Source: an optimization exercise on an open RTL-to-GDS flow (aim: small area, a short achievable clock period and few clock cycles per item). Production flows keep margins and buffers that such runs may drop. The RTL was checked by simulation tests, not by an equivalence proof against the original design. Power is estimated from default activity; no workload was simulated.

### flow/flow/run.sh
#!/bin/bash
# The standard layout (standard synthesis, constraint.sdc and clock period unchanged), with
# the port buffers that global placement inserts made of the smallest plain buffer.
set -euo pipefail
bash standard.sh "BUFFER_PORTS_ARGS=-buffer_cell $(cat flow/port_buffer.txt)" finish > standard_flow.log 2>&1
### flow/flow/port_buffer.txt
sky130_fd_sc_hd__buf_1
### flow/standard.sh
#!/bin/bash
# synth_recipe.tcl (not shown) runs the flow's synth.tcl, then flattens the netlist and writes it again
# the make line also repeats each setting of config.mk as NAME=value (left out here)
make -C /OpenROAD-flow-scripts/flow DESIGN_CONFIG=/design/flow/config.mk WORK_HOME=/design/flow/orfs CLKGATE_MAP_FILE= SYNTH_SCRIPT=/design/flow/synth_recipe.tcl "${@:-finish}"
### flow/config.mk
export PLATFORM = sky130hd
export DESIGN_NAME = point_in_polygon_crossing_unit
export DESIGN_NICKNAME = point_in_polygon_crossing_unit
export VERILOG_FILES = /design/flow/design.v
export SDC_FILE = /design/flow/constraint.sdc
export NUM_CORES = 4
export LEC_CHECK = 0
export CAP_MARGIN = 20
export CORE_MARGIN = 2
export CORE_UTILIZATION = 40
export SETUP_SLACK_MARGIN = 5
export SLEW_MARGIN = 20
### flow/constraint.sdc
create_clock -name core_clock -period 10.0 [get_ports {clk_i}]
set_input_delay 2.0000 -clock core_clock [delete_from_list [all_inputs] [get_ports {clk_i}]]
set_output_delay 2.0000 -clock core_clock [all_outputs]
set_load 0.01 [all_outputs]
### flow/design.v
package pipcu_pkg;
  localparam int unsigned COORD_BITS_DEFAULT = 32;
  localparam int unsigned QUEUE_DEPTH = 3;
  typedef struct packed {
    logic full;
    logic empty;
  } fifo_stat_t;
endpackage
module pipcu_front #(
  parameter int unsigned CoordBits = 32
) (
  input  logic signed [CoordBits-1:0] point_x_i,
  input  logic signed [CoordBits-1:0] point_y_i,
  input  logic signed [CoordBits-1:0] start_x_i,
  input  logic signed [CoordBits-1:0] start_y_i,
  input  logic signed [CoordBits-1:0] end_x_i,
  input  logic signed [CoordBits-1:0] end_y_i,
  output logic signed [CoordBits:0]   dif_a_o,   
  output logic signed [CoordBits:0]   dif_b_o,   
  output logic signed [CoordBits:0]   dif_c_o,   
  output logic signed [CoordBits:0]   dif_d_o,   
  output logic                        px_lt_ex_o,
  output logic                        px_eq_ex_o,
  output logic                        ey_lt_py_o,
  output logic                        ey_eq_py_o
);
  assign dif_a_o = {point_x_i[CoordBits-1], point_x_i} - {start_x_i[CoordBits-1], start_x_i};
  assign dif_b_o = {point_y_i[CoordBits-1], point_y_i} - {start_y_i[CoordBits-1], start_y_i};
  assign dif_c_o = {end_x_i[CoordBits-1], end_x_i} - {start_x_i[CoordBits-1], start_x_i};
  assign dif_d_o = {end_y_i[CoordBits-1], end_y_i} - {start_y_i[CoordBits-1], start_y_i};
  assign px_lt_ex_o = (point_x_i < end_x_i);
  assign px_eq_ex_o = (point_x_i == end_x_i);
  assign ey_lt_py_o = (end_y_i < point_y_i);
  assign ey_eq_py_o = (end_y_i == point_y_i);
endmodule
module pipcu_fifo #(
  parameter int unsigned Depth = 3
) (
  input  logic                  clk_i,
  input  logic                  rst_ni,
  input  logic                  push_i,
  input  logic                  data_i,
  input  logic                  pop_i,
  output logic                  data_o,
  output logic [$clog2(Depth+1)-1:0] count_o,
  output pipcu_pkg::fifo_stat_t stat_o
);
  localparam int unsigned PtrW = (Depth > 1) ? $clog2(Depth) : 1;
  localparam int unsigned CntW = $clog2(Depth + 1);
  logic [Depth-1:0] mem_q;
  logic [PtrW-1:0]  wr_ptr_q;
  logic [PtrW-1:0]  rd_ptr_q;
  logic [CntW-1:0]  count_q;
  logic             pop_fire;
  assign stat_o.full  = (count_q == CntW'(Depth));
  assign stat_o.empty = (count_q == '0);
  assign count_o      = count_q;
  assign pop_fire     = pop_i && !stat_o.empty;
  assign data_o       = mem_q[rd_ptr_q];
  always_ff @(posedge clk_i or negedge rst_ni) begin
    if (!rst_ni) begin
      wr_ptr_q <= '0;
      rd_ptr_q <= '0;
      count_q  <= '0;
    end else begin
      if (push_i) begin
        wr_ptr_q <= (wr_ptr_q == PtrW'(Depth - 1)) ? '0 : wr_ptr_q + 1'b1;
      end
      if (pop_fire) begin
        rd_ptr_q <= (rd_ptr_q == PtrW'(Depth - 1)) ? '0 : rd_ptr_q + 1'b1;
      end
      if (push_i && !pop_fire) begin
        count_q <= count_q + 1'b1;
      end else if (pop_fire && !push_i) begin
        count_q <= count_q - 1'b1;
      end
    end
  end
  always_ff @(posedge clk_i) begin
    if (push_i) begin
      mem_q[wr_ptr_q] <= data_i;
    end
  end
endmodule
module pipcu_back #(
  parameter int unsigned CoordBits = 32
) (
  input  logic                        clk_i,
  input  logic                        rst_ni,
  input  logic                        edge_valid_i,
  input  logic                        edge_last_i,
  input  logic signed [CoordBits:0]   dif_a_i,
  input  logic signed [CoordBits:0]   dif_b_i,
  input  logic signed [CoordBits:0]   dif_c_i,
  input  logic signed [CoordBits:0]   dif_d_i,
  input  logic                        px_lt_ex_i,
  input  logic                        px_eq_ex_i,
  input  logic                        ey_lt_py_i,
  input  logic                        ey_eq_py_i,
  output logic                        busy_o,    
  output logic                        res_push_o,
  output logic                        res_bit_o
);
  localparam int unsigned W  = CoordBits + 1;    
  localparam int unsigned TW = W + 1;            
  logic                 valid_q;
  logic                 last_q;
  logic                 first_q;
  logic [6:0]           cnt_q;
  logic signed [W-1:0]  r1_q, r2_q, c_q, d_q;
  logic                 px_lt_ex_q, px_eq_ex_q, ey_lt_py_q, ey_eq_py_q;
  logic                 q1_q, q2_q, t1z_q, t2z_q;    
  logic                 parity_q;
  logic signed [TW-1:0] t1, t2;
  logic                 aneg, bneg, cneg, dneg;
  logic                 t1z, t2z, az, bz, cz;
  logic                 q1, q2;
  logic                 straddle;
  logic                 a_ge_c;
  logic                 decided;
  logic                 tog;
  logic                 load;
  logic                 retire;
  assign aneg = r1_q[W-1];
  assign bneg = r2_q[W-1];
  assign cneg = c_q[W-1];
  assign dneg = d_q[W-1];
  assign az   = (r1_q == '0);
  assign bz   = (r2_q == '0);
  assign cz   = (c_q == '0);
  assign t1  = {r1_q, 1'b0} - TW'(c_q);
  assign t2  = {r2_q, 1'b0} - TW'(d_q);
  assign t1z = ({r1_q, 1'b0} == TW'(c_q));
  assign t2z = ({r2_q, 1'b0} == TW'(d_q));
  assign q1 = cneg ? (t1[TW-1] | t1z) : !t1[TW-1];
  assign q2 = dneg ? (t2[TW-1] | t2z) : !t2[TW-1];
  assign straddle = (bneg | bz) == ey_lt_py_q;
  assign a_ge_c   = cneg ? (px_lt_ex_q | px_eq_ex_q) : !px_lt_ex_q;
  always_comb begin
    decided = 1'b1;
    tog     = 1'b0;
    if (first_q) begin
      if (!straddle) begin
        tog = 1'b0;
      end else if (cz) begin
        tog = aneg;                            
      end else if (az) begin
        tog = !bz && !cneg;                    
      end else if (aneg != cneg) begin
        tog = !cneg;                           
      end else if (a_ge_c) begin
        tog = !(ey_eq_py_q && px_eq_ex_q) && cneg;   
      end else if (ey_eq_py_q) begin
        tog = !cneg;                           
      end else if (bz) begin
        tog = cneg;                            
      end else begin
        decided = 1'b0;                        
      end
    end else if (q1_q != q2_q) begin
      tog = q1_q ^ !cneg;
    end else if (q1_q && t1z_q && t2z_q) begin
      tog = 1'b0;                              
    end else if (q1_q && t1z_q) begin
      tog = !cneg;                             
    end else if (q1_q && t2z_q) begin
      tog = cneg;                              
    end else if (cnt_q[6]) begin
      tog = 1'b0;                              
    end else begin
      decided = 1'b0;
    end
  end
  assign retire = valid_q && decided;
  assign load   = !valid_q || decided;
  assign busy_o = valid_q && !decided;
  always_ff @(posedge clk_i or negedge rst_ni) begin
    if (!rst_ni) begin
      valid_q  <= 1'b0;
      parity_q <= 1'b0;
    end else begin
      if (load) begin
        valid_q <= edge_valid_i;
      end
      if (retire) begin
        parity_q <= last_q ? 1'b0 : (parity_q ^ tog);
      end
    end
  end
  always_ff @(posedge clk_i) begin
    q1_q  <= q1;
    q2_q  <= q2;
    t1z_q <= t1z;
    t2z_q <= t2z;
    if (load) begin
      last_q     <= edge_last_i;
      first_q    <= 1'b1;
      cnt_q      <= '0;
      r1_q       <= dif_a_i;
      r2_q       <= dif_b_i;
      c_q        <= dif_c_i;
      d_q        <= dif_d_i;
      px_lt_ex_q <= px_lt_ex_i;
      px_eq_ex_q <= px_eq_ex_i;
      ey_lt_py_q <= ey_lt_py_i;
      ey_eq_py_q <= ey_eq_py_i;
    end else begin
      first_q    <= 1'b0;
      cnt_q      <= cnt_q + 1'b1;
      r1_q       <= q1 ? W'(t1) : {r1_q[W-2:0], 1'b0};
      r2_q       <= q2 ? W'(t2) : {r2_q[W-2:0], 1'b0};
    end
  end
  assign res_push_o = retire && last_q;
  assign res_bit_o  = parity_q ^ tog;
endmodule
module point_in_polygon_crossing_unit #(
  parameter int unsigned CoordBits = pipcu_pkg::COORD_BITS_DEFAULT
) (
  input  logic                        clk_i,
  input  logic                        rst_ni,
  input  logic                        push,
  output logic                        full,
  input  logic signed [CoordBits-1:0] point_x_i,
  input  logic signed [CoordBits-1:0] point_y_i,
  input  logic signed [CoordBits-1:0] start_x_i,
  input  logic signed [CoordBits-1:0] start_y_i,
  input  logic signed [CoordBits-1:0] end_x_i,
  input  logic signed [CoordBits-1:0] end_y_i,
  input  logic                        last_edge_i,
  output logic                        empty,
  input  logic                        pop,
  output logic                        inside_res_o
);
  localparam int unsigned ResDepth = pipcu_pkg::QUEUE_DEPTH;
  localparam int unsigned CntW     = $clog2(ResDepth + 1);
  logic signed [CoordBits:0] dif_a, dif_b, dif_c, dif_d;
  logic                      px_lt_ex, px_eq_ex, ey_lt_py, ey_eq_py;
  logic                      busy;
  logic                      res_room;
  logic                      res_push;
  logic                      res_bit;
  logic [CntW-1:0]           res_count;
  pipcu_pkg::fifo_stat_t     res_stat;
  pipcu_front #(
    .CoordBits (CoordBits)
  ) u_front (
    .point_x_i (point_x_i),
    .point_y_i (point_y_i),
    .start_x_i (start_x_i),
    .start_y_i (start_y_i),
    .end_x_i   (end_x_i),
    .end_y_i   (end_y_i),
    .dif_a_o   (dif_a),
    .dif_b_o   (dif_b),
    .dif_c_o   (dif_c),
    .dif_d_o   (dif_d),
    .px_lt_ex_o (px_lt_ex),
    .px_eq_ex_o (px_eq_ex),
    .ey_lt_py_o (ey_lt_py),
    .ey_eq_py_o (ey_eq_py)
  );
  assign res_room = (res_count <= CntW'(ResDepth - 2));
  assign full     = busy || !res_room;
  pipcu_back #(
    .CoordBits (CoordBits)
  ) u_back (
    .clk_i        (clk_i),
    .rst_ni       (rst_ni),
    .edge_valid_i (push && res_room),
    .edge_last_i  (last_edge_i),
    .dif_a_i      (dif_a),
    .dif_b_i      (dif_b),
    .dif_c_i      (dif_c),
    .dif_d_i      (dif_d),
    .px_lt_ex_i   (px_lt_ex),
    .px_eq_ex_i   (px_eq_ex),
    .ey_lt_py_i   (ey_lt_py),
    .ey_eq_py_i   (ey_eq_py),
    .busy_o       (busy),
    .res_push_o   (res_push),
    .res_bit_o    (res_bit)
  );
  pipcu_fifo #(
    .Depth (ResDepth)
  ) u_res_queue (
    .clk_i   (clk_i),
    .rst_ni  (rst_ni),
    .push_i  (res_push),
    .data_i  (res_bit),
    .pop_i   (pop),
    .data_o  (inside_res_o),
    .count_o (res_count),
    .stat_o  (res_stat)
  );
  assign empty = res_stat.empty;
endmodule
==> flow_metrics.env, run 1 <==
export IMPL_cellLeakagePower_uw=0.00904
export IMPL_cts_tree="yes"
export IMPL_postLayoutCellArea_um2=19700
export IMPL_ant_nets=0
export IMPL_final_nets=2805
export IMPL_hpwl_um=39900
export IMPL_maxCapViolations=0
export IMPL_numCtsBuffers=17
export IMPL_worstPathRequired_ns=8.00
export IMPL_multiInputGateArea_um2=12700
export IMPL_clock_sinks=160
export IMPL_finalClockSkew_ns=0.0134
export IMPL_instances_no_fill=2935
export IMPL_port_buffers=199
export IMPL_placed_area_um2=18900
export IMPL_cts_max_level=4
export IMPL_worst_ep_arrival_time_ns=3.00
export IMPL_clk_latency_ns=0.44
export IMPL_overflow=0
export IMPL_synthFlopType="dfxtp_1"
export IMPL_ys_seq_area_share_pct=22.6
export IMPL_drv_slew=0
export IMPL_synth_avg_cell_area_um2=8.16
export IMPL_synth_cell_types=82
export IMPL_dpl_cell_count=2902
export IMPL_syn_num_nets=2628
export IMPL_core_um2=43300
export IMPL_drive_gt1_share_pct=4.00
export IMPL_seqCellArea_um2=3980
export IMPL_grt_pass1_wl_um=79400
export IMPL_grt_start_max_net_pins=78
export IMPL_path_class="reg2out"
export IMPL_syn_area_um2=17600
export IMPL_avgViaCountPerCell=5.53
export IMPL_fp_dieH_um=214
export IMPL_track_usage_pct=20.9
export IMPL_cts_root_buf="clkbuf_16"
export IMPL_synthTopCellsByArea="ha_1, edfxtp_1, dfxtp_1"
export IMPL_vias=16238
export IMPL_io_pins=200
export IMPL_drt_iter0_drc=923
export IMPL_fillers=4370
export IMPL_dr_pass1_iters=6
export IMPL_pwr_density_cell_nw_per_um2=240
export IMPL_finalHoldViolations=0
export IMPL_rsz0062_at_grt="yes"
export IMPL_gp_congestion=0.914
export IMPL_worst_setup_path_end_kind="primary output"
export IMPL_max_freq_ghz=0.200
export IMPL_wirelength_um=49000
export IMPL_period_needed_ns=5.00
export IMPL_async_reset_ff_share_pct=5.00
export IMPL_num_antenna_cells=0
export IMPL_synth_edff_count=74
export IMPL_finalCritPeriodShare_pct=50.0
export IMPL_drc=0
export IMPL_status="no timing/DRC/antenna violations"
export IMPL_power_total_uw=4740
export IMPL_cts_max_path_buffers=2
export IMPL_rows=76
export IMPL_hold_path_class="reg2reg"
export IMPL_start_util_pct=40.7
export IMPL_synthCells=2160
export IMPL_setup_viol=0
export IMPL_wl_per_cell_um=16.7
export IMPL_fin_setup_tns_ns=0
export IMPL_yosysMostFrequentCell="ha_1"
export IMPL_final_core_util_pct=45.5
export IMPL_max_slew_margin_pct=35.8
export IMPL_clkTransAtPathRegs_ns=0.07
export IMPL_grt_pass1_vias=15744
export IMPL_peakVddDrop_uv=174
export IMPL_antenna_found_initial=0
export IMPL_yosys_area_top_type_share_pct=18.8
export IMPL_cp_start_kind="flop"
export IMPL_tightest_slew_ns=0.957
export IMPL_die_area_um2=45800
export IMPL_ys_top_cells_by_count="ha_1, inv_1, a21oi_1, nand2_1, nor2_1"
export IMPL_synth_top_area_cell="ha_1"
export IMPL_yosys_warnings=2
export IMPL_area_growth_synth_to_final_pct=11.8
export IMPL_synth_seq_cells=160
export IMPL_die_w_um=214
export IMPL_critPathMaxFanout=74
-- registers in the layout (all words and copies together) (netlist names), 2 cells and up --
name / cells
u_back.c_q: 33
u_back.cnt_q: 7
u_back.d_q: 33
u_back.r1_q: 33
u_back.r2_q: 33
u_res_queue.count_q: 2
u_res_queue.mem_q: 3
u_res_queue.rd_ptr_q: 2
u_res_queue.wr_ptr_q: 2
-- worst max-delay path, stage by stage, from the launching register on --
cell       delay [ns]
edfxtp_1         0.45
nor4_1           0.51
nand4_1          0.29
nor3_2           0.28
a2111oi_2        0.10
a31oi_2          0.31
nor2b_4          0.11
inv_12           0.27
nand2_1          0.08
buf_1            0.14
-- cell type report --
class                      instances  area share (%)
sequential                       160            20.2
tap                              585            3.72
clock inverter                    14           0.673
inverter                         247            4.77
timing repair buffer             203            3.94
multi-input combinational       1708            64.5
clock buffer                      18            2.18
-- cells in the final DEF (no fill, tap or decap), drive strengths merged, types with 7 or more instances in the layout --
cell type    n
a31o         8
nor2       127
o22ai       13
o21ai      120
nor3        27
nand2b      30
a211o        8
a21o        84
clkinv       7
ha         265
nand2      145
nand3       66
clkbuf      18
buf        203
o21a        43
xor2        58
nor2b       33
dfrtp        8
a211oi       7
o211ai      24
a21oi      192
or3         10
o41ai       11
and2        11
mux2i       58
and3        24
dfxtp       78
o31ai       11
a31oi       25
edfxtp      74
xnor2      107
a21boi       8
nor4        30
nand4       37
o21bai      22
o31a         8
a2111oi      8
inv        251
or2          8
-- path summary, 6_finish.rpt --
kind / start / endpoint / slack (ns) / cells past startpoint
max: u_back.c_q[17] / full / 5.00 / 9
min: u_back.cnt_q[0] / u_back.cnt_q[0] / 0.45 / 1
max reg2reg: u_back.c_q[6] / u_back.r1_q[1] / 6.00 / 12
min reg2reg: u_back.cnt_q[0] / u_back.cnt_q[0] / 0.45 / 1
max in group asynchronous: rst_ni / u_res_queue.rd_ptr_q[1] / 8.19 / 1
min in group asynchronous: rst_ni / u_res_queue.count_q[0] / 1.49 / 1
-- power breakdown --
part           switching [uW]  internal [uW]  total, uW
logic                    1710           1240       2950
clock network             303            347        650
registers                 186            952       1140
-- through the flow --
step / setup WS, ns / hold WS (ns)
floorplan: 5.16 / 0.413
global placement: 4.26 / 0.428
detailed placement: 4.14 / 0.445
CTS: 4.86 / 0.455
global route: 4.86 / 0.475
finish: 5.00 / 0.454
-- repair_timing --
item	4_1_cts	5_1_grt
setup endpoints to repair	8	15
buffers inserted	0	1
hold buffers	0	0
resized for setup	15	21
-- routing by layer --
layer / global-route usage, % / vias to the layer above / share of wire (%)
met3: 2.12 / 33 / 3.3
li1: - / 8206 / -
met1: 29.9 / 7684 / 50
met5: 0 / - / 0
met2: 34.4 / 315 / 46
met4: 3.78 / 0 / 1.0
-- logic make-up (layout without fill, tap and decap cells) --
logic type | after synthesis | in the layout | share of synthesized area (%)
and+or+nand+nor | 568 | 568 | 15.9
muxes | 62 | 62 | 3.55
AOI/OAI and AO/OA | 642 | 642 | 23.8
adders and majority gates | 271 | 271 | 19.5
xor gates and xnor gates | 165 | 165 | 8.20
DFF | 160 | 160 | 22.6
buffers and inverters | 292 | 482 | 6.48
Testbench counts, summed over its fixed seeds: cycles 23,339, items 16,856.
==> inputs of run 2 (changes only) <==
--- a/flow/design.v
+++ b/flow/design.v
@@ -24,3 +24,5 @@
   output logic                        ey_lt_py_o,
-  output logic                        ey_eq_py_o
+  output logic                        ey_eq_py_o,
+  output logic                        a_zero_o,   
+  output logic                        b_zero_o    
 );
@@ -34,2 +36,4 @@
   assign ey_eq_py_o = (end_y_i == point_y_i);
+  assign a_zero_o   = (point_x_i == start_x_i);
+  assign b_zero_o   = (point_y_i == start_y_i);
 endmodule
@@ -99,2 +103,4 @@
   input  logic                        ey_eq_py_i,
+  input  logic                        a_zero_i,
+  input  logic                        b_zero_i,
   output logic                        busy_o,    
@@ -115,3 +121,3 @@
   logic                 aneg, bneg, cneg, dneg;
-  logic                 t1z, t2z, az, bz, cz;
+  logic                 t1z, t2z, az, bz;
   logic                 q1, q2;
@@ -127,5 +133,5 @@
   assign dneg = d_q[W-1];
-  assign az   = (r1_q == '0);
-  assign bz   = (r2_q == '0);
-  assign cz   = (c_q == '0);
+  logic                 az_q, bz_q;
+  assign az   = az_q;
+  assign bz   = bz_q;
   assign t1  = {r1_q, 1'b0} - TW'(c_q);
@@ -144,6 +150,2 @@
         tog = 1'b0;
-      end else if (cz) begin
-        tog = aneg;                            
-      end else if (az) begin
-        tog = !bz && !cneg;                    
       end else if (aneg != cneg) begin
@@ -152,2 +154,4 @@
         tog = !(ey_eq_py_q && px_eq_ex_q) && cneg;   
+      end else if (az) begin
+        tog = !bz;                             
       end else if (ey_eq_py_q) begin
@@ -206,2 +210,4 @@
       ey_eq_py_q <= ey_eq_py_i;
+      az_q       <= a_zero_i;
+      bz_q       <= b_zero_i;
     end else begin
@@ -238,2 +244,3 @@
   logic                      px_lt_ex, px_eq_ex, ey_lt_py, ey_eq_py;
+  logic                      a_zero, b_zero;
   logic                      busy;
@@ -260,3 +267,5 @@
     .ey_lt_py_o (ey_lt_py),
-    .ey_eq_py_o (ey_eq_py)
+    .ey_eq_py_o (ey_eq_py),
+    .a_zero_o   (a_zero),
+    .b_zero_o   (b_zero)
   );
@@ -269,3 +278,3 @@
     .rst_ni       (rst_ni),
-    .edge_valid_i (push && res_room),
+    .edge_valid_i (push && !full),
     .edge_last_i  (last_edge_i),
@@ -279,2 +288,4 @@
     .ey_eq_py_i   (ey_eq_py),
+    .a_zero_i     (a_zero),
+    .b_zero_i     (b_zero),
     .busy_o       (busy),
==> run 2 against run 1 <==
- sequential power about the same
- critical path depth increased by 4
- via count increased by 3.4%
- highest routed layer unchanged
==> flow_metrics.env, run 2 <==
export IMPL_status="no timing/DRC/antenna violations"
export IMPL_max_freq_ghz=0.206
export IMPL_numCtsBuffers=17
export IMPL_clk_latency_ns=0.44
export IMPL_postLayoutCellArea_um2=19800
export IMPL_layout_commonest_cell="ha_1"
export IMPL_grt_pass1_wl_um=83400
export IMPL_finalCritPeriodShare_pct=48.5
export IMPL_fillers=4443
export IMPL_instances_no_fill=2989
export IMPL_drive_gt1_share_pct=3.34
export IMPL_die_area_um2=46500
export IMPL_peakVddDrop_uv=194
export IMPL_path_class="in2reg"
export IMPL_avgViaCountPerCell=5.62
export IMPL_core_um2=44200
export IMPL_synthCells=2217
export IMPL_max_slew_margin_pct=36.7
export IMPL_synth_avg_cell_area_um2=8.08
export IMPL_setup_viol=0
export IMPL_whs_ns=0.465
export IMPL_vias=16792
export IMPL_max_stage_delay_ns=0.38
export IMPL_cts_tree="yes"
export IMPL_yosys_warnings=2
export IMPL_crit_family="compound AO/OA/AOI/OAI gates"
export IMPL_wirelength_um=51100
export IMPL_worst_ep_arrival_time_ns=5.03
export IMPL_finalHoldViolations=0
export IMPL_drv_slew=0
export IMPL_synth_seq_cells=162
export IMPL_area_growth_synth_to_final_pct=10.7
export IMPL_track_usage_pct=21.9
export IMPL_hold_path_class="reg2reg"
export IMPL_synth_simple_gate_area_share_pct=16.0
export IMPL_maxCapViolations=0
export IMPL_synth_cell_types=85
export IMPL_cp_start_kind="primary input"
export IMPL_synth_mux_area_fraction_pct=2.26
export IMPL_antenna_found_initial=1
export IMPL_cts_root_buf="clkbuf_16"
export IMPL_fp_dieH_um=216
export IMPL_port_buffers=199
export IMPL_yosysMostFrequentCell="ha_1"
export IMPL_drc=0
export IMPL_ys_top_cells_by_count="ha_1, inv_1, a21oi_1, nor2_1, a21o_1"
export IMPL_overflow=0
export IMPL_crit_buf_inv=2
export IMPL_pwr_density_cell_nw_per_um2=253
export IMPL_cellLeakagePower_uw=0.00926
export IMPL_die_w_um=216
export IMPL_start_util_pct=40.5
export IMPL_num_antenna_cells=0
export IMPL_finalClockSkew_ns=0.0161
export IMPL_placed_area_um2=19200
export IMPL_rows=77
export IMPL_wl_per_cell_um=17.1
export IMPL_yosys_area_top_type_share_pct=18.5
export IMPL_syn_num_nets=2685
export IMPL_synth_top_family_by_area="compound AO/OA/AOI/OAI gates"
export IMPL_grt_start_max_net_pins=66
export IMPL_synthTopCellsByArea="ha_1, edfxtp_1, dfxtp_1"
export IMPL_ys_seq_area_share_pct=22.6
export IMPL_cp_common_cell="a221o_1"
export IMPL_dpl_cell_count=2955
export IMPL_synthFlopType="dfxtp_1"
export IMPL_grt_pass1_vias=16379
export IMPL_synth_edff_count=76
export IMPL_io_pins=200
export IMPL_period_needed_ns=4.85
export IMPL_final_nets=2852
export IMPL_syn_area_um2=17900
export IMPL_cp_cell_sequence="buf_1 -> inv_1 -> ha_1 -> and2_1 -> a221o_1 -> a221o_1 -> and4_1 -> a211oi_2 -> nor3_1 -> o21ai_2 -> o22ai_1 -> and3_1 -> or3_1"
export IMPL_synth_fa_ha_area_share_pct=19.2
export IMPL_critPathMaxFanout=6
export IMPL_most_common_layout_cells="ha_1, inv_1, buf_1"
export IMPL_cts_max_level=4
export IMPL_worst_setup_path_end_kind="flop"
export IMPL_clkTransAtPathRegs_ns=0.06
export IMPL_synth_compound_area_share_pct=25.6
export IMPL_synth_xor_area_share_pct=7.43
export IMPL_rsz0062_at_grt="yes"
export IMPL_worstPathRequired_ns=10.18
export IMPL_fin_setup_tns_ns=0
export IMPL_cts_max_path_buffers=2
export IMPL_hpwl_um=41600
export IMPL_async_reset_ff_share_pct=4.94
export IMPL_tightest_slew_ns=0.946
export IMPL_drt_iter0_drc=951
export IMPL_dr_pass1_iters=5
export IMPL_gp_congestion=0.907
export IMPL_ant_nets=0
export IMPL_clock_sinks=162
export IMPL_synth_top_area_cell="ha_1"
export IMPL_crit_slowest_cell="ha_1"
==> run 2: cell count changes after synthesis, sizes merged, moves of 10 or more <==
cell,previous run,this run
a21o,84,120
nand2,145,119
mux2i,58,36
clkbuf,26,43
nand4,37,53
o21ai,120,136
a31oi,25,40
nor4,30,15
inv,247,260
xnor2,107,95
a211oi,7,18
nor2,127,137
==> run 2: report_power, final <==
| part | internal [uW] | switching [uW] | total (uW) |
|---|---|---|---|
| Sequential | 982 | 142 | 1120 |
| Combinational | 1300 | 1930 | 3230 |
| Clock | 384 | 272 | 657 |
| Total | 2670 | 2340 | 5010 |
==> run 2: worst paths after layout <==
path	end	start	slack (ns)	cells past startpoint
worst max-delay path	u_back.c_q[31]	start_x_i[8]	5.15	13
worst min-delay path	u_back.cnt_q[0]	u_back.cnt_q[0]	0.46	1
worst max register to register	u_back.r2_q[14]	u_back.d_q[1]	5.92	14
worst min register to register	u_back.cnt_q[0]	u_back.cnt_q[0]	0.46	1
max in group asynchronous	u_res_queue.wr_ptr_q[1]	rst_ni	8.20	1
min in group asynchronous	u_res_queue.rd_ptr_q[1]	rst_ni	1.49	1
==> run 2: repair_timing <==
action,4_1_cts,5_1_grt
cloned,1,0
endpoints found under the setup margin,2,11
hold buffers,0,0
buffers inserted,0,1
pin swaps,1,2
resized for setup,2,6
==> run 2: area by class of cell <==
| class | instances | area, um^2 | area share (%) |
|---|---|---|---|
| tap | 592 | 741 | 3.73 |
| clock buffer | 25 | 517 | 2.60 |
| multi-input combinational | 1737 | 12700 | 63.9 |
| inverter | 260 | 978 | 4.93 |
| clock inverter | 7 | 73.8 | 0.372 |
| timing repair buffer | 206 | 800 | 4.03 |
| sequential | 162 | 4040 | 20.4 |
==> run 2: cell families (layout without fill, tap and decap cells) <==
logic type,after synthesis,count (layout)
AO/OA/AOI/OAI,699,699
XOR/XNOR,152,152
adder cells (fa/ha/maj),271,271
buffers and inverters,319,498
flip-flops,162,162
multiplexers,40,40
AND/OR/NAND/NOR,574,575
==> run 2: layer usage <==
metal	global-route usage, %	up-vias	part of all wire [%]
met5	0	-	0
met4	5.84	0	1.9
met3	2.96	48	4.9
met2	36.7	390	46
met1	29.7	7961	47
li1	-	8393	-
==> run 2: through the flow <==
step | total power [uW] | setup WS, ns | utilization, %
floorplan | 3590 | 5.02 | -
detailed placement | 4310 | 4.51 | 43.4
global placement | 4270 | 4.64 | 43.4
global route | 5440 | 4.99 | 44.9
CTS | 5010 | 5.04 | 44.8
finish | 5010 | 5.15 | 44.9
Testbench counts of run 2, summed over its fixed seeds: cycles 23,339, items 16,856.
==> inputs of run 3 (changes only) <==
==> flow/flow/run.sh (replaced) <==
#!/bin/bash
# The standard layout (standard synthesis, constraint.sdc and clock period unchanged), with
# the port buffers that global placement inserts made of the smallest plain buffer, and timing
# repair aiming at the setup margin in margin.txt.
set -euo pipefail
bash standard.sh "BUFFER_PORTS_ARGS=-buffer_cell $(cat flow/port_buffer.txt)" \
  "SETUP_SLACK_MARGIN=$(cat flow/margin.txt)" finish > standard_flow.log 2>&1
==> flow/flow/margin.txt (new file) <==
6.2
--- a/flow/config.mk
+++ b/flow/config.mk
@@ -10,3 +10,2 @@
 export CORE_UTILIZATION = 40
-export SETUP_SLACK_MARGIN = 5
 export SLEW_MARGIN = 20
==> run 3 against run 2 <==
- routed wire length up 9.1%
- hold slack worse by 0.010 ns
- critical path depth unchanged
- first-iteration DRC count up 15%
- critical path type unchanged
- highest routed layer unchanged
==> flow_metrics.env, run 3 <==
export IMPL_drive_gt1_share_pct=20.6
export IMPL_num_antenna_cells=0
export IMPL_dp_slack_ns=4.73
export IMPL_grt_start_max_net_pins=71
export IMPL_dr_pass1_iters=5
export IMPL_cp_common_cell="a221o_1"
export IMPL_most_common_layout_cells="inv_1, ha_1, buf_1"
export IMPL_instances_no_fill=3120
export IMPL_dpl_cell_count=2954
export IMPL_synthCells=2217
export IMPL_synth_avg_cell_area_um2=8.08
export IMPL_pwr_density_cell_nw_per_um2=231
export IMPL_yosysMostFrequentCell="ha_1"
export IMPL_die_area_um2=46500
export IMPL_rows=77
export IMPL_path_depth=13
export IMPL_synth_seq_cells=162
export IMPL_syn_area_um2=17900
export IMPL_fin_ws_ns=5.66
export IMPL_grt_pass1_wl_um=87400
export IMPL_yosys_warnings=2
export IMPL_synth_fa_ha_area_share_pct=19.2
export IMPL_synth_simple_gate_area_share_pct=16.0
export IMPL_drt_iter0_drc=1095
export IMPL_cts_max_level=4
export IMPL_grt_pass1_vias=17126
export IMPL_finalHoldViolations=0
export IMPL_path_class="in2reg"
export IMPL_antenna_found_initial=0
export IMPL_cellLeakagePower_uw=0.0104
export IMPL_peakVddDrop_uv=150
export IMPL_wl_per_cell_um=17.9
export IMPL_cts_root_buf="clkbuf_16"
export IMPL_synth_mux_area_fraction_pct=2.26
export IMPL_ys_top_cells_by_count="ha_1, inv_1, a21oi_1, nor2_1, a21o_1"
export IMPL_async_reset_ff_share_pct=4.94
export IMPL_clkTransAtPathRegs_ns=0.06
export IMPL_area_growth_synth_to_final_pct=29.5
export IMPL_overflow=0
export IMPL_fin_setup_tns_ns=0
export IMPL_maxCapViolations=0
export IMPL_synth_top_family_by_area="compound AO/OA/AOI/OAI gates"
export IMPL_finalClockSkew_ns=0.00806
export IMPL_rsz0062_at_grt="yes"
export IMPL_ys_seq_area_share_pct=22.6
export IMPL_synth_compound_area_share_pct=25.6
export IMPL_worst_ep_arrival_time_ns=4.64
export IMPL_synth_top_area_cell="ha_1"
export IMPL_power_total_uw=5360
export IMPL_syn_num_nets=2685
export IMPL_max_freq_ghz=0.231
export IMPL_status="no timing/DRC/antenna violations"
export IMPL_cp_start_kind="primary input"
export IMPL_synth_edff_count=76
export IMPL_yosys_area_top_type_share_pct=18.5
export IMPL_max_slew_margin_pct=38.2
export IMPL_fp_dieH_um=216
export IMPL_ff2ff_path_depth=13
export IMPL_wirelength_um=55700
export IMPL_postLayoutCellArea_um2=23200
export IMPL_cts_max_path_buffers=2
export IMPL_period_needed_ns=4.34
export IMPL_hold_depth=1
export IMPL_port_buffers=199
export IMPL_crit_family="compound AO/OA/AOI/OAI gates"
export IMPL_drv_slew=0
export IMPL_clk_latency_ns=0.44
export IMPL_io_pins=200
export IMPL_setup_viol=0
export IMPL_worstPathRequired_ns=10.31
export IMPL_avgViaCountPerCell=5.59
export IMPL_tightest_slew_ns=0.924
export IMPL_synth_cell_types=85
export IMPL_track_usage_pct=22.9
export IMPL_critPathMaxFanout=3
export IMPL_hold_path_class="reg2reg"
export IMPL_synthFlopType="dfxtp_1"
export IMPL_clock_sinks=162
export IMPL_cts_tree="yes"
export IMPL_crit_slowest_cell="a221o_1"
export IMPL_synthTopCellsByArea="ha_1, edfxtp_1, dfxtp_1"
export IMPL_final_nets=2983
export IMPL_crit_buf_inv=2
export IMPL_gp_congestion=0.923
export IMPL_cp_cell_sequence="buf_8 -> inv_6 -> ha_4 -> a21o_1 -> or3_1 -> nor3_2 -> o21a_2 -> o21ai_4 -> a221o_1 -> a221o_1 -> a31oi_1 -> xor2_1 -> mux2i_1"
export IMPL_numCtsBuffers=17
export IMPL_max_stage_delay_ns=0.39
export IMPL_drc=0
export IMPL_hpwl_um=41700
export IMPL_ant_nets=0
export IMPL_vias=17455
export IMPL_placed_area_um2=19900
export IMPL_worst_setup_path_end_kind="flop"
export IMPL_die_w_um=216
export IMPL_finalCritPeriodShare_pct=43.4
export IMPL_start_util_pct=40.5
export IMPL_core_um2=44200
export IMPL_synth_xor_area_share_pct=7.43
export IMPL_layout_commonest_cell="inv_1"
run 3: worst paths after layout:
| check | startpoint | slack, ns | end |
|---|---|---|---|
| setup / recovery | start_x_i[11] | 5.66 | u_back.r1_q[28] |
| hold / removal | u_back.cnt_q[0] | 0.45 | u_back.cnt_q[0] |
| setup reg to reg | u_back.d_q[10] | 6.31 | u_back.r2_q[31] |
| hold reg to reg | u_back.cnt_q[0] | 0.45 | u_back.cnt_q[0] |
| max in group asynchronous | rst_ni | 8.16 | u_res_queue.count_q[1] |
| min in group asynchronous | rst_ni | 1.50 | u_back.valid_q |
run 3: power by group:
| group | internal, uW | switching (uW) | total [uW] |
|---|---|---|---|
| clock network | 374 | 274 | 648 |
| logic | 1500 | 2080 | 3580 |
| registers | 982 | 147 | 1130 |
| total | 2860 | 2500 | 5360 |
run 3: stage by stage:
step / util, % / hold WS, ns
3_3_place_gp: 45.1 / 0.424
4_1_cts: 49.7 / 0.453
6_report: 52.5 / 0.455
2_1_floorplan: - / 0.413
5_1_grt: 52.5 / 0.465
3_5_place_dp: 45.1 / 0.433
run 3: timing repair:
| action | in CTS | in global routing |
|---|---|---|
| gates resized for setup | 203 | 183 |
| hold buffers | 0 | 0 |
| setup buffers | 77 | 53 |
| setup endpoints to repair | 89 | 93 |
| endpoints found under the hold margin | 0 | 0 |
| pin swaps | 133 | 139 |
| gates cloned | 2 | 2 |
run 3: area by class of cell:
cell class,count,area (um^2)
fillers,4097,21000
multi-input cells,1738,14600
flip-flops and latches,162,4040
repair buffers,334,2120
inverters,260,1110
well taps,592,741
clock buffers,23,458
clock inverters,9,108
repair inverters,2,22.5
run 3: logic make-up (layout without fill, tap and decap cells):
group / after synthesis / count (layout)
AOI/OAI and AO/OA: 699 / 700
xor gates and xnor gates: 152 / 152
adders and majority gates: 271 / 271
buffers and inverters: 319 / 628
DFF: 162 / 162
muxes: 40 / 40
and+or+nand+nor: 574 / 575
run 3: worst register-to-register path: cells and delay by family (launching register included):
kind	cells	cell delay (ns)
compound gates	9	2.46
fa+ha+maj	1	0.35
flops	1	0.32
buf+inv	2	0.27
simple gates	1	0.18
run 3: routing by layer:
layer / part of all wire, % / global-route usage [%] / vias to the layer above
li1: - / - / 8651
met1: 46 / 30.5 / 8391
met2: 49 / 39.5 / 353
met3: 3.5 / 2.59 / 60
met4: 1.7 / 5.40 / 0
met5: 0 / 0 / -
==> inputs of run 4 (changes only) <==
==> flow/flow/margin.txt (replaced) <==
5.8
==> run 4 against run 3 <==
- still clean
- first-iteration DRC count increased by 3.9%
- flip-flop and latch count stayed put
- combinational power fell by 4%
- clock skew up 0.00061 ns
- routed wire length is 4.1% lower
- non-clock buffer count shrank 63
- maximum frequency is 1.3% lower
- power down 3.1%
- count of clock-buffer cells in the layout decreased by 2
- hold slack worse by 0.0050 ns
- sequential share of layout area grew 1.2 points
==> flow_metrics.env, run 4 <==
export IMPL_status="no timing/DRC/antenna violations"
export IMPL_grt_pass1_vias=16773
export IMPL_grt_pass1_wl_um=84600
export IMPL_antenna_found_initial=0
export IMPL_wirelength_um=53500
export IMPL_cts_max_path_buffers=2
export IMPL_io_pins=200
export IMPL_synthCells=2217
export IMPL_synthTopCellsByArea="ha_1, edfxtp_1, dfxtp_1"
export IMPL_critPathMaxFanout=3
export IMPL_synth_top_family_by_area="compound AO/OA/AOI/OAI gates"
export IMPL_num_antenna_cells=0
export IMPL_clkTransAtPathRegs_ns=0.06
export IMPL_async_reset_ff_share_pct=4.94
export IMPL_rows=77
export IMPL_clkPwrFrac_pct=12.5
export IMPL_hold_path_class="reg2reg"
export IMPL_track_usage_pct=22.2
export IMPL_cts_root_buf="clkbuf_16"
export IMPL_avgViaCountPerCell=5.59
export IMPL_fin_setup_tns_ns=0
export IMPL_grt_start_max_net_pins=68
export IMPL_syn_num_nets=2685
export IMPL_syn_area_um2=17900
export IMPL_p_switching_uw=2440
export IMPL_ys_top_cells_by_count="ha_1, inv_1, a21oi_1, nor2_1, a21o_1"
export IMPL_most_common_layout_cells="inv_1, ha_1, buf_1"
export IMPL_synth_cell_types=85
export IMPL_synth_avg_cell_area_um2=8.08
export IMPL_ant_nets=0
export IMPL_yosysMostFrequentCell="ha_1"
export IMPL_tightest_slew_ns=0.959
export IMPL_finalClockSkew_ns=0.00866
export IMPL_period_needed_ns=4.39
export IMPL_synth_top_area_cell="ha_1"
export IMPL_cts_tree="yes"
export IMPL_worstPathRequired_ns=10.18
export IMPL_pwr_density_cell_nw_per_um2=239
export IMPL_cp_cell_sequence="buf_6 -> inv_4 -> ha_4 -> and2_4 -> a221o_1 -> a221o_1 -> and4_4 -> a211oi_4 -> nor3_2 -> o21ai_2 -> o22ai_2 -> and3_1 -> or3_1"
export IMPL_hpwl_um=41000
export IMPL_finalCritPeriodShare_pct=43.9
export IMPL_numCtsBuffers=17
export IMPL_max_freq_ghz=0.228
export IMPL_core_um2=44200
export IMPL_path_class="in2reg"
export IMPL_synth_edff_count=76
export IMPL_die_area_um2=46500
export IMPL_synth_compound_area_share_pct=25.6
export IMPL_drc=0
export IMPL_maxCapViolations=0
export IMPL_synth_xor_area_share_pct=7.43
export IMPL_drt_iter0_drc=1138
export IMPL_area_growth_synth_to_final_pct=21.2
export IMPL_final_nets=2919
export IMPL_cp_common_cell="a221o_1"
export IMPL_dr_pass1_iters=5
export IMPL_finalHoldViolations=0
export IMPL_clock_sinks=162
export IMPL_yosys_area_top_type_share_pct=18.5
export IMPL_cp_start_kind="primary input"
export IMPL_drv_slew=0
export IMPL_max_stage_delay_ns=0.34
export IMPL_max_slew_margin_pct=35.7
export IMPL_gp_congestion=0.928
export IMPL_cellLeakagePower_uw=0.00981
export IMPL_setup_viol=0
export IMPL_seqCellArea_um2=4050
export IMPL_layout_commonest_cell="inv_1"
export IMPL_synth_seq_cells=162
export IMPL_synthFlopType="dfxtp_1"
export IMPL_ys_seq_area_share_pct=22.6
export IMPL_yosys_warnings=2
export IMPL_power_frac_seq_pct=21.6
export IMPL_wl_per_cell_um=17.5
export IMPL_port_buffers=199
export IMPL_crit_slowest_cell="a221o_1"
export IMPL_fillers=4293
export IMPL_synth_fa_ha_area_share_pct=19.2
export IMPL_worst_setup_path_end_kind="flop"
export IMPL_rsz0062_at_grt="yes"
export IMPL_p_comb_share_pct=65.9
export IMPL_die_w_um=216
export IMPL_start_util_pct=40.5
export IMPL_fp_dieH_um=216
export IMPL_p_int_uw=2750
export IMPL_clk_latency_ns=0.44
export IMPL_multiInputGateArea_um2=13900
export IMPL_peakVddDrop_uv=142
export IMPL_synth_simple_gate_area_share_pct=16.0
export IMPL_overflow=0
export IMPL_worst_ep_arrival_time_ns=4.58
export IMPL_vias=17097
export IMPL_drive_gt1_share_pct=13.1
export IMPL_whs_ns=0.450
export IMPL_cts_max_level=4
export IMPL_synth_mux_area_fraction_pct=2.26
export IMPL_swShare_pct=47.0
run 4: changes by cell type in the layout (fill, tap and decap cells not counted), moves of 15 or more:
cell / change
buf_1: +26
ha_4: -18
buf_6: -32
o21ai_0: +20
buf_4: -38
a21oi_1: +20
ha_1: +15
a21oi_2: -17
inv_1: +15
run 4: logic make-up after synthesis:
group | after synthesis
AO/OA/AOI/OAI | 699
AND/OR/NAND/NOR | 574
buffers and inverters | 319
adder cells (fa/ha/maj) | 271
flip-flops | 162
XOR/XNOR | 152
multiplexers | 40
run 4: per-layer routing:
metal  track usage (%)  vias to the layer above  part of all wire [%]  wire length [um]
met1              29.6                     8156                    47             25000
met5                 0                        -                     0                 0
met4              6.11                        0                   1.9               991
met3              3.40                       56                   4.2              2250
li1                  -                     8519                     -                 -
met2              37.1                      366                    47             25300
run 4: stage by stage:
| step | utilization (%) | setup WS (ns) | std cells | instance area (um^2) | power [uW] |
|---|---|---|---|---|---|
| 2_1_floorplan | - | 5.51 | 2217 | 18300 | 3610 |
| 3_3_place_gp | 44.2 | 4.87 | 2953 | 19500 | 4280 |
| 3_5_place_dp | 44.2 | 4.79 | 2953 | 19500 | 4320 |
| 4_1_cts | 47.3 | 5.60 | 3022 | 20900 | 5090 |
| 5_1_grt | 49.1 | 5.54 | 3056 | 21700 | 5630 |
| 6_report | 49.1 | 5.61 | 3056 | 21700 | 5190 |
run 4: power groups by stage:
stage	combinational, uW	sequential, uW	clock, uW
after floorplan	2520	1080	0
after global placement	3150	1130	0
after detailed placement	3190	1130	0
after CTS	3300	1120	662
after global routing	3790	1150	691
final	3420	1120	649
run 4: worst paths after layout:
check	cells after the start	startpoint	slack (ns)	to
max in group asynchronous	1	rst_ni	8.20	u_back.parity_q
hold / removal	1	u_back.cnt_q[0]	0.45	u_back.cnt_q[0]
setup / recovery	13	start_x_i[8]	5.61	u_back.c_q[31]
min in group asynchronous	1	rst_ni	1.48	u_res_queue.count_q[0]
hold reg to reg	1	u_back.cnt_q[0]	0.45	u_back.cnt_q[0]
setup reg to reg	14	u_back.d_q[11]	6.05	u_back.r2_q[14]
run 4: final cells by class:
cell class	instances	share of cell area [%]
Tap cell	592	3.41
Multi-Input combinational cell	1737	63.8
Clock buffer	21	2.03
Timing Repair Buffer	271	6.58
Sequential cell	162	18.6
Clock inverter	11	0.530
Timing Repair inverter	2	0.104
Inverter	260	4.87
run 4: repair_timing:
action | CTS | global route
cloned | 1 | 2
endpoints found under the hold margin | 0 | 0
endpoints found under the setup margin | 46 | 47
resized for setup | 115 | 109
hold buffers | 0 | 0
setup buffers | 36 | 32
pin swaps | 73 | 83
run 4: worst max-delay path: cells and delay by family:
family / cells / cell delay, ns
AO/OA/AOI/OAI: 5 / 1.29
AND/OR/NAND/NOR: 5 / 0.92
adder cells (fa/ha/maj): 1 / 0.20
buffers and inverters: 2 / 0.15
==> inputs of run 5 (changes only) <==
==> flow/flow/margin.txt (replaced) <==
5.6
==> run 5 against run 4 <==
- still clean
- synthesized cell count unchanged
- global-route usage increased by 0.41 points
- routed wire length about the same
- clock power increased by 3%
- register-to-register slack about the same
- count of clock-buffer cells in the layout decreased by 1
- cell count decreased by 1.4%
- flip-flop and latch count unchanged
- critical path depth increased by 1
- via count decreased by 0.79%
- critical endpoint is now u_back.d_q[32]
- largest power group unchanged
==> flow_metrics.env, run 5 <==
export IMPL_status="no timing/DRC/antenna violations"
export IMPL_drive_gt1_share_pct=8.72
export IMPL_period_needed_ns=4.38
export IMPL_antenna_found_initial=1
export IMPL_ys_top_cells_by_count="ha_1, inv_1, a21oi_1, nor2_1, a21o_1"
export IMPL_postLayoutCellArea_um2=20600
export IMPL_async_reset_ff_share_pct=4.94
export IMPL_syn_num_nets=2685
export IMPL_track_usage_pct=22.6
export IMPL_synth_top_area_cell="ha_1"
export IMPL_final_core_util_pct=46.7
export IMPL_synth_cell_types=85
export IMPL_clk_latency_ns=0.45
export IMPL_io_pins=200
export IMPL_cp_start_kind="primary input"
export IMPL_wl_per_cell_um=17.8
export IMPL_finalCritPeriodShare_pct=43.8
export IMPL_cts_max_path_buffers=2
export IMPL_holdBufCountCts=0
export IMPL_num_antenna_cells=0
export IMPL_synthTopCellsByArea="ha_1, edfxtp_1, dfxtp_1"
export IMPL_grt_pass1_wl_um=85300
export IMPL_tightest_slew_ns=1.04
export IMPL_grt_start_max_net_pins=84
export IMPL_hold_path_class="reg2reg"
export IMPL_ant_nets=0
export IMPL_critPathMaxFanout=5
export IMPL_synth_seq_cells=162
export IMPL_maxCapViolations=0
export IMPL_rows=77
export IMPL_max_freq_ghz=0.228
export IMPL_area_growth_synth_to_final_pct=15.2
export IMPL_avgViaCountPerCell=5.63
export IMPL_worst_setup_path_end_kind="flop"
export IMPL_max_slew_margin_pct=30.6
export IMPL_dr_pass1_iters=7
export IMPL_yosys_area_top_type_share_pct=18.5
export IMPL_p_int_uw=2700
export IMPL_cts_max_level=4
export IMPL_fin_setup_tns_ns=0
export IMPL_cts_tree="yes"
export IMPL_numCtsBuffers=17
export IMPL_clock_sinks=162
export IMPL_p_comb_share_pct=65.1
export IMPL_placed_area_um2=19400
export IMPL_setup_viol=0
export IMPL_crit_reg2reg_launch="u_back.d_q[1]"
export IMPL_rsz0062_at_grt="yes"
export IMPL_p_switching_uw=2430
export IMPL_drt_iter0_drc=1240
export IMPL_crit_path_start="end_y_i[0]"
export IMPL_gp_congestion=0.948
export IMPL_pwr_density_cell_nw_per_um2=249
export IMPL_drv_slew=0
export IMPL_yosysMostFrequentCell="ha_1"
export IMPL_grt_pass1_vias=16215
export IMPL_cts_root_buf="clkbuf_16"
export IMPL_synthCells=2217
export IMPL_clkTransAtPathRegs_ns=0.06
export IMPL_cellLeakagePower_uw=0.00948
export IMPL_yosys_warnings=2
export IMPL_path_class="in2reg"
export IMPL_power_frac_seq_pct=21.9
export IMPL_overflow=0
export IMPL_port_buffers=199
export IMPL_layout_commonest_cell="inv_1"
export IMPL_clkPwrFrac_pct=13.0
export IMPL_whs_ns=0.455
export IMPL_die_w_um=216
export IMPL_syn_area_um2=17900
export IMPL_swShare_pct=47.3
export IMPL_vias=16962
export IMPL_hp_start="u_back.cnt_q[0]"
export IMPL_die_area_um2=46500
export IMPL_wirelength_um=53500
export IMPL_synthFlopType="dfxtp_1"
export IMPL_dpl_cell_count=2953
export IMPL_drc=0
export IMPL_peakVddDrop_uv=154
export IMPL_core_um2=44200
export IMPL_worst_ep_arrival_time_ns=4.57
export IMPL_start_util_pct=40.5
export IMPL_hpwl_um=43000
export IMPL_fp_dieH_um=216
export IMPL_final_nets=2875
export IMPL_synth_edff_count=76
export IMPL_finalHoldViolations=0
export IMPL_ys_seq_area_share_pct=22.6
export IMPL_worstPathRequired_ns=10.19
export IMPL_finalClockSkew_ns=0.0144
export IMPL_most_common_layout_cells="inv_1, ha_1, buf_1"
export IMPL_instances_no_fill=3012
export IMPL_synth_avg_cell_area_um2=8.08
==> run 5: cell counts after synthesis <==
No cell type changed its count.
==> run 5: critical path, stage by stage <==
cell       delay, ns
buf_2           0.16
inv_12          0.04
ha_4            0.16
fa_2            0.41
nor2b_2         0.15
o31a_1          0.18
o211ai_1        0.13
a21o_2          0.27
nor4_4          0.19
o31ai_2         0.14
a21oi_2         0.19
o21ai_2         0.13
a2111oi_2       0.36
a211oi_1        0.07
==> run 5: logic make-up after synthesis <==
kind of cell	count (synthesis)	share of synthesized area, %
flip-flops	162	22.6
multiplexers	40	2.26
XOR/XNOR	152	7.43
buffers and inverters	319	6.93
AND/OR/NAND/NOR	574	16.0
adder cells (fa/ha/maj)	271	19.2
AO/OA/AOI/OAI	699	25.6
==> run 5: what timing repair did <==
action | 4_1_cts | 5_1_grt
setup endpoints to repair | 29 | 40
buffers inserted | 10 | 16
gates resized for setup | 33 | 82
gates cloned | 1 | 0
pin swaps | 18 | 48
==> run 5: layout make-up <==
type                            instances  area [um^2]
Multi-Input combinational cell       1737        13200
Timing Repair Buffer                  229         1000
Sequential cell                       162         4040
Tap cell                              592          741
Clock inverter                         12          118
Fill cell                            4376        23600
Clock buffer                           20          478
Inverter                              260         1010
==> run 5: power by group through the flow <==
stage / combinational (uW) / sequential (uW) / clock, uW
2_1_floorplan: 2520 / 1080 / 0
3_3_place_gp: 3170 / 1120 / 0
3_5_place_dp: 3210 / 1130 / 0
4_1_cts: 3270 / 1120 / 684
5_1_grt: 3700 / 1150 / 707
6_report: 3340 / 1120 / 668
==> run 5: per-layer routing <==
layer / global-route usage [%] / up-vias / wire, um
met5: 0 / - / 0
met4: 5.54 / 0 / 908
met3: 2.55 / 55 / 2560
met2: 35.1 / 423 / 23200
met1: 33.2 / 8046 / 26800
li1: - / 8438 / -
==> run 5: path summary, 6_finish.rpt <==
| path | to | slack (ns) | cells past startpoint |
|---|---|---|---|
| worst max-delay path | u_back.d_q[32] | 5.62 | 14 |
| worst min-delay path | u_back.cnt_q[0] | 0.46 | 1 |
| worst max register to register | u_back.r2_q[1] | 6.06 | 13 |
| worst min register to register | u_back.cnt_q[0] | 0.46 | 1 |
| max in group asynchronous | u_res_queue.count_q[0] | 8.18 | 1 |
| min in group asynchronous | u_res_queue.rd_ptr_q[0] | 1.49 | 1 |
==> run 5: metrics by stage <==
step                      setup slack, ns  total power, uW
final                                5.62             5130
after detailed placement             4.74             4340
after CTS                            5.51             5080
after global routing                 5.52             5560
after global placement               4.81             4290
after floorplan                      5.50             3600
==> inputs of run 6 (changes only) <==
==> flow/flow/margin.txt (replaced) <==
5.2
==> run 6 against run 5 <==
- register-to-register slack got worse by 0.16 ns
- first-iteration DRC count decreased by 20%
- die area unchanged
- sequential share of layout area rose by 0.69 points
- highest routed layer is now met5
- setup slack worse by 0.33 ns
- final area down 3.4%
- largest power group unchanged
- clock skew increased by 0.00067 ns
- combinational power is 3% lower
- maximum frequency down 7.0%
- non-clock buffer count fell by 19
- critical path depth fell by 1
==> flow_metrics.env, run 6 <==
export IMPL_clk_latency_ns=0.44
export IMPL_track_usage_pct=21.5
export IMPL_max_freq_ghz=0.212
export IMPL_critPathMaxFanout=6
export IMPL_cellLeakagePower_uw=0.00928
export IMPL_grt_busiest_layer="met2"
export IMPL_worst_ep_arrival_time_ns=4.90
export IMPL_core_um2=44200
export IMPL_avgViaCountPerCell=5.57
export IMPL_cts_tree="yes"
export IMPL_cts_max_level=4
export IMPL_area_growth_synth_to_final_pct=11.3
export IMPL_cts_max_path_buffers=2
export IMPL_syn_num_nets=2685
export IMPL_power_frac_seq_pct=22.5
export IMPL_cts_root_buf="clkbuf_16"
export IMPL_hold_path_class="reg2reg"
export IMPL_synth_edff_count=76
export IMPL_pwr_density_cell_nw_per_um2=250
export IMPL_synthCells=2217
export IMPL_ant_nets=0
export IMPL_dr_pass1_iters=5
export IMPL_yosys_area_top_type_share_pct=18.5
export IMPL_synthFlopType="dfxtp_1"
export IMPL_fillers=4475
export IMPL_swShare_pct=47.1
export IMPL_fp_dieH_um=216
export IMPL_worst_setup_path_end_kind="flop"
export IMPL_p_comb_share_pct=65.0
export IMPL_drc=0
export IMPL_final_nets=2856
export IMPL_drt_iter0_drc=993
export IMPL_finalCritPeriodShare_pct=47.1
export IMPL_vias=16673
export IMPL_io_pins=200
export IMPL_die_w_um=216
export IMPL_hpwl_um=41000
export IMPL_most_common_layout_cells="ha_1, inv_1, buf_1"
export IMPL_start_util_pct=40.5
export IMPL_yosysMostFrequentCell="ha_1"
export IMPL_synth_avg_cell_area_um2=8.08
export IMPL_use_met1_pct=29.1
export IMPL_fin_setup_tns_ns=0
export IMPL_period_needed_ns=4.71
export IMPL_use_met3_pct=3.38
export IMPL_syn_area_um2=17900
export IMPL_wl_per_cell_um=16.9
export IMPL_postLayoutCellArea_um2=19900
export IMPL_clkTransAtPathRegs_ns=0.07
export IMPL_layout_commonest_cell="ha_1"
export IMPL_gp_congestion=0.906
export IMPL_clkPwrFrac_pct=12.5
export IMPL_status="no timing/DRC/antenna violations"
export IMPL_clock_sinks=162
export IMPL_p_switching_uw=2350
export IMPL_met2_usage_pct=35.9
export IMPL_setup_viol=0
export IMPL_rsz0062_at_grt="yes"
export IMPL_drv_slew=0
export IMPL_drive_gt1_share_pct=3.92
export IMPL_cp_start_kind="primary input"
export IMPL_crit_slowest_cell="ha_1"
export IMPL_finalHoldViolations=0
export IMPL_cp_common_cell="a221o_1"
export IMPL_async_reset_ff_share_pct=4.94
export IMPL_placed_area_um2=19200
export IMPL_p_int_uw=2640
export IMPL_antenna_found_initial=1
export IMPL_whs_ns=0.446
export IMPL_grt_pass1_vias=16251
export IMPL_grt_start_max_net_pins=68
export IMPL_synth_top_area_cell="ha_1"
export IMPL_rows=77
export IMPL_num_antenna_cells=0
export IMPL_path_class="in2reg"
export IMPL_holdBufCountCts=0
export IMPL_finalClockSkew_ns=0.0151
export IMPL_max_slew_margin_pct=38.3
export IMPL_synth_seq_cells=162
export IMPL_die_area_um2=46500
export IMPL_synthTopCellsByArea="ha_1, edfxtp_1, dfxtp_1"
export IMPL_overflow=0
export IMPL_ys_top_cells_by_count="ha_1, inv_1, a21oi_1, nor2_1, a21o_1"
export IMPL_wirelength_um=50700
export IMPL_cp_cell_sequence="buf_1 -> inv_1 -> ha_1 -> and2_1 -> a221o_1 -> a221o_1 -> and4_1 -> a211oi_4 -> nor3_1 -> o21ai_2 -> o22ai_1 -> and3_1 -> or3_1"
export IMPL_maxCapViolations=0
export IMPL_grt_pass1_wl_um=81800
export IMPL_port_buffers=199
export IMPL_yosys_warnings=2
export IMPL_ys_seq_area_share_pct=22.6
export IMPL_tightest_slew_ns=0.921
export IMPL_numCtsBuffers=17
export IMPL_synth_cell_types=85
export IMPL_max_stage_delay_ns=0.37
export IMPL_peakVddDrop_uv=141
export IMPL_worstPathRequired_ns=10.18
## run 6: cell counts after synthesis
Identical to the previous run, type by type.
## run 6: final timing paths
path,startpoint,to,slack [ns],cells past startpoint
setup / recovery,start_x_i[8],u_back.c_q[31],5.29,13
hold / removal,u_back.cnt_q[0],u_back.cnt_q[0],0.45,1
setup reg to reg,u_back.d_q[1],u_back.r2_q[14],5.90,14
hold reg to reg,u_back.cnt_q[0],u_back.cnt_q[0],0.45,1
max in group asynchronous,rst_ni,u_back.parity_q,8.20,1
min in group asynchronous,rst_ni,u_res_queue.rd_ptr_q[0],1.49,1
## run 6: repair_timing
action / 4_1_cts / 5_1_grt
buffers inserted: 1 / 5
endpoints found under the setup margin: 7 / 21
gates resized for setup: 7 / 20
pin swaps: 1 / 3
gates cloned: 1 / 0
## run 6: power groups by stage
stage	logic [uW]	clock network, uW	registers, uW
after floorplan	2510	0	1080
after global placement	3140	0	1130
after detailed placement	3160	0	1130
after CTS	3200	639	1120
after global routing	3610	664	1150
final	3240	623	1120
## run 6: cells by family after synthesis
family | count (synthesis) | synth area share [%]
AO/OA/AOI/OAI | 699 | 25.6
XOR/XNOR | 152 | 7.43
adder cells (fa/ha/maj) | 271 | 19.2
buffers and inverters | 319 | 6.93
flip-flops | 162 | 22.6
multiplexers | 40 | 2.26
AND/OR/NAND/NOR | 574 | 16.0
## run 6: stage by stage
| stage | power (uW) | std cells | setup WS [ns] | utilization (%) |
|---|---|---|---|---|
| 2_1_floorplan | 3590 | 2217 | 5.29 | - |
| 3_3_place_gp | 4260 | 2954 | 4.63 | 43.4 |
| 3_5_place_dp | 4290 | 2954 | 4.55 | 43.4 |
| 4_1_cts | 4970 | 2988 | 5.15 | 44.7 |
| 5_1_grt | 5430 | 2993 | 5.18 | 45.1 |
| 6_report | 4990 | 2993 | 5.29 | 45.1 |
## run 6: layout make-up
cell class,instances,area (um^2),share of cell area [%]
clock inverters,13,114,0.571
multi-input cells,1737,12800,64.2
well taps,592,741,3.72
repair buffers,210,831,4.17
clock buffers,19,433,2.17
flip-flops and latches,162,4040,20.3
inverters,260,981,4.92
## run 6: worst max-delay path, delay by kind of cell
kind                       cells  cell delay, ns
adders and majority gates      1            0.37
AOI/OAI and AO/OA              5            1.27
and+or+nand+nor                5            1.15
buffers and inverters          2            0.11
## run 6: routing by layer
metal	up-vias	wire, um
met5	-	16
met4	2	746
met3	41	2220
met2	361	23600
met1	7869	24100
li1	8400	-
==> inputs of run 7 (changes only) <==
==> flow/flow/margin.txt (replaced) <==
5.4
==> run 7 against run 6 <==
- still clean
- sequential power about the same
- first-iteration DRC count up 9.3%
- synthesized cell count is the same
- cell count rose by 0.10%
- setup slack better by 0.20 ns
- count of clock-buffer cells in the layout is 1 higher
- utilization grew 0.63 points
- combinational power grew 1%
- register-to-register slack better by 0.12 ns
- area after synthesis stayed put
- final area increased by 1.4%
- critical path depth shrank 5
- highest routed layer unchanged
==> flow_metrics.env, run 7 <==
export IMPL_status="no timing/DRC/antenna violations"
export IMPL_clk_latency_ns=0.44
export IMPL_instances_no_fill=2996
export IMPL_synth_seq_cells=162
export IMPL_vias=16747
export IMPL_hpwl_um=41000
export IMPL_drv_slew=0
export IMPL_worst_ep_arrival_time_ns=2.52
export IMPL_fillers=4375
export IMPL_drive_gt1_share_pct=5.37
export IMPL_cts_tree="yes"
export IMPL_ys_top_cells_by_count="ha_1, inv_1, a21oi_1, nor2_1, a21o_1"
export IMPL_setup_viol=0
export IMPL_period_needed_ns=4.52
export IMPL_finalHoldViolations=0
export IMPL_finalCritPeriodShare_pct=45.2
export IMPL_ant_nets=0
export IMPL_rsz0062_at_grt="yes"
export IMPL_maxCapViolations=0
export IMPL_max_slew_margin_pct=36.4
export IMPL_worst_setup_path_end_kind="primary output"
export IMPL_placed_area_um2=19300
export IMPL_cts_max_path_buffers=2
export IMPL_finalClockSkew_ns=0.0145
export IMPL_final_nets=2859
export IMPL_holdBufCountCts=0
export IMPL_ys_seq_area_share_pct=22.6
export IMPL_numCtsBuffers=17
export IMPL_hold_path_class="reg2reg"
export IMPL_yosys_warnings=2
export IMPL_fin_ws_ns=5.48
export IMPL_layout_commonest_cell="ha_1"
export IMPL_synth_cell_types=85
export IMPL_grt_pass1_wl_um=82900
export IMPL_die_w_um=216
export IMPL_synthTopCellsByArea="ha_1, edfxtp_1, dfxtp_1"
export IMPL_critPathMaxFanout=85
export IMPL_drc=0
export IMPL_syn_area_um2=17900
export IMPL_grt_start_max_net_pins=86
export IMPL_rows=77
export IMPL_wl_per_cell_um=17.1
export IMPL_num_antenna_cells=0
export IMPL_io_pins=200
export IMPL_wirelength_um=51200
export IMPL_synth_edff_count=76
export IMPL_antenna_found_initial=1
export IMPL_drt_iter0_drc=1085
export IMPL_cp_start_kind="flop"
export IMPL_max_freq_ghz=0.221
export IMPL_synthCells=2217
export IMPL_most_common_layout_cells="ha_1, inv_1, buf_1"
export IMPL_cts_root_buf="clkbuf_16"
export IMPL_synth_avg_cell_area_um2=8.08
export IMPL_gp_congestion=0.919
export IMPL_peakVddDrop_uv=139
export IMPL_postLayoutCellArea_um2=20200
export IMPL_track_usage_pct=21.8
export IMPL_worstPathRequired_ns=8.00
export IMPL_path_class="reg2out"
export IMPL_whs_ns=0.448
export IMPL_pwr_density_cell_nw_per_um2=250
export IMPL_core_um2=44200
export IMPL_dr_pass1_iters=5
export IMPL_die_area_um2=46500
export IMPL_syn_num_nets=2685
export IMPL_start_util_pct=40.5
export IMPL_async_reset_ff_share_pct=4.94
export IMPL_area_growth_synth_to_final_pct=12.8
export IMPL_fin_setup_tns_ns=0
export IMPL_dp_slack_ns=4.63
export IMPL_avgViaCountPerCell=5.59
export IMPL_yosys_area_top_type_share_pct=18.5
export IMPL_grt_pass1_vias=16499
export IMPL_synth_top_area_cell="ha_1"
export IMPL_dpl_cell_count=2953
export IMPL_fp_dieH_um=216
export IMPL_synthFlopType="dfxtp_1"
export IMPL_yosysMostFrequentCell="ha_1"
export IMPL_overflow=0
export IMPL_clkTransAtPathRegs_ns=0.07
export IMPL_clock_sinks=162
export IMPL_cellLeakagePower_uw=0.00934
export IMPL_port_buffers=199
export IMPL_tightest_slew_ns=0.950
export IMPL_cts_max_level=4
==> run 7: cell counts after synthesis <==
Identical to the previous run, type by type.
==> run 7: timing repair <==
action | in CTS | in global routing
gates cloned | 1 | 0
setup buffers | 4 | 6
setup endpoints to repair | 13 | 35
pin swaps | 4 | 22
gates resized for setup | 12 | 45
==> run 7: cells by family after synthesis <==
kind of cell,share of synthesized area [%]
AND/OR/NAND/NOR,16.0
flip-flops,22.6
XOR/XNOR,7.43
adder cells (fa/ha/maj),19.2
buffers and inverters,6.93
AO/OA/AOI/OAI,25.6
multiplexers,2.26
==> run 7: worst paths after layout <==
kind                                  from  slack, ns                      end  depth (start not counted)
max                         u_back.c_q[32]       5.48                     full                          8
min                        u_back.cnt_q[0]       0.45          u_back.cnt_q[0]                          1
max reg2reg                  u_back.d_q[1]       6.02          u_back.r2_q[31]                         12
min reg2reg                u_back.cnt_q[0]       0.45          u_back.cnt_q[0]                          1
max in group asynchronous           rst_ni       8.21          u_back.parity_q                          1
min in group asynchronous           rst_ni       1.48  u_res_queue.rd_ptr_q[0]                          1
==> run 7: stage by stage <==
stage                     total power [uW]  utilization (%)
after detailed placement              4310             43.6
after CTS                             5020             45.1
after floorplan                       3590                -
after global routing                  5490             45.7
after global placement                4270             43.6
final                                 5060             45.7
==> run 7: layer usage <==
layer	GRT usage [%]	vias to the layer above	wire length, um
met5	0	-	13
met4	6.02	2	931
met3	3.41	54	2220
met2	35.9	351	23700
met1	29.6	7925	24400
li1	-	8415	-
==> run 7: layout make-up <==
type | count | area, um^2 | share of cell area (%)
Inverter | 260 | 992 | 4.91
Clock inverter | 12 | 134 | 0.662
Tap cell | 592 | 741 | 3.66
Timing Repair Buffer | 213 | 855 | 4.23
Clock buffer | 20 | 447 | 2.21
Sequential cell | 162 | 4040 | 20.0
Multi-Input combinational cell | 1737 | 13000 | 64.3
==> run 7: power breakdown <==
part           switching (uW)  leakage [uW]  internal (uW)
Sequential                142       0.00155            981
Combinational            1960       0.00751           1320
Clock                     284      0.000277            375
Total                    2390       0.00934           2680
==> run 7: critical path, cell delays in order, from the launching register on <==
cell and delay, ns:
edfxtp_1 0.43, inv_1 0.13, nor4b_2 0.30, o2111ai_1 0.21, o32ai_4 0.26, and2_4 0.31
inv_16 0.13, nand2_1 0.10, buf_1 0.15

==> re-timing with driven ports <==
Ports are ideal in the flow. The routed layouts listed here were re-timed in OpenROAD.
Step 1: set_driving_cell puts a clkbuf_16 on clk_i and a buf_2 on each other input, an assumption about the parent block.
Step 2, shift: input delay + t, output delay - t, t = (earliest + latest rising clock arrival at the registers) / 2. This alone moves slack from input paths to output paths.
Three values: no drivers, after step 1, after step 2; two values: the first two.
run | t (ns) | setup slack, ns | hold slack, ns | cell pins on the clock port's net
run 1 | 0.485 | 5.003 / 4.954 / 4.678 | 0.454 / 0.454 / 0.454 | 1
run 2 | 0.483 | 5.155 / 5.181 / 4.698 | 0.465 / 0.465 / 0.465 | 1
run 3 | 0.488 | 5.663 / 5.668 / 5.180 | 0.455 / 0.455 / 0.455 | 1
run 4 | 0.491 | 5.605 / 5.620 / 5.128 | 0.450 / 0.450 / 0.450 | 1
run 5 | 0.504 | 5.618 / 5.654 / 5.150 | 0.455 / 0.455 / 0.455 | 1
run 6 | 0.483 | 5.287 / 5.317 / 4.834 | 0.446 / 0.446 / 0.446 | 1
run 7 | 0.492 | 5.483 / 5.429 / 5.037 | 0.448 / 0.448 / 0.448 | 1
After both steps setup and hold are still met in every run listed. For run 3, which loses most, drivers alone change the setup slack by +0.005 ns; drivers and shift together by -0.483 ns.
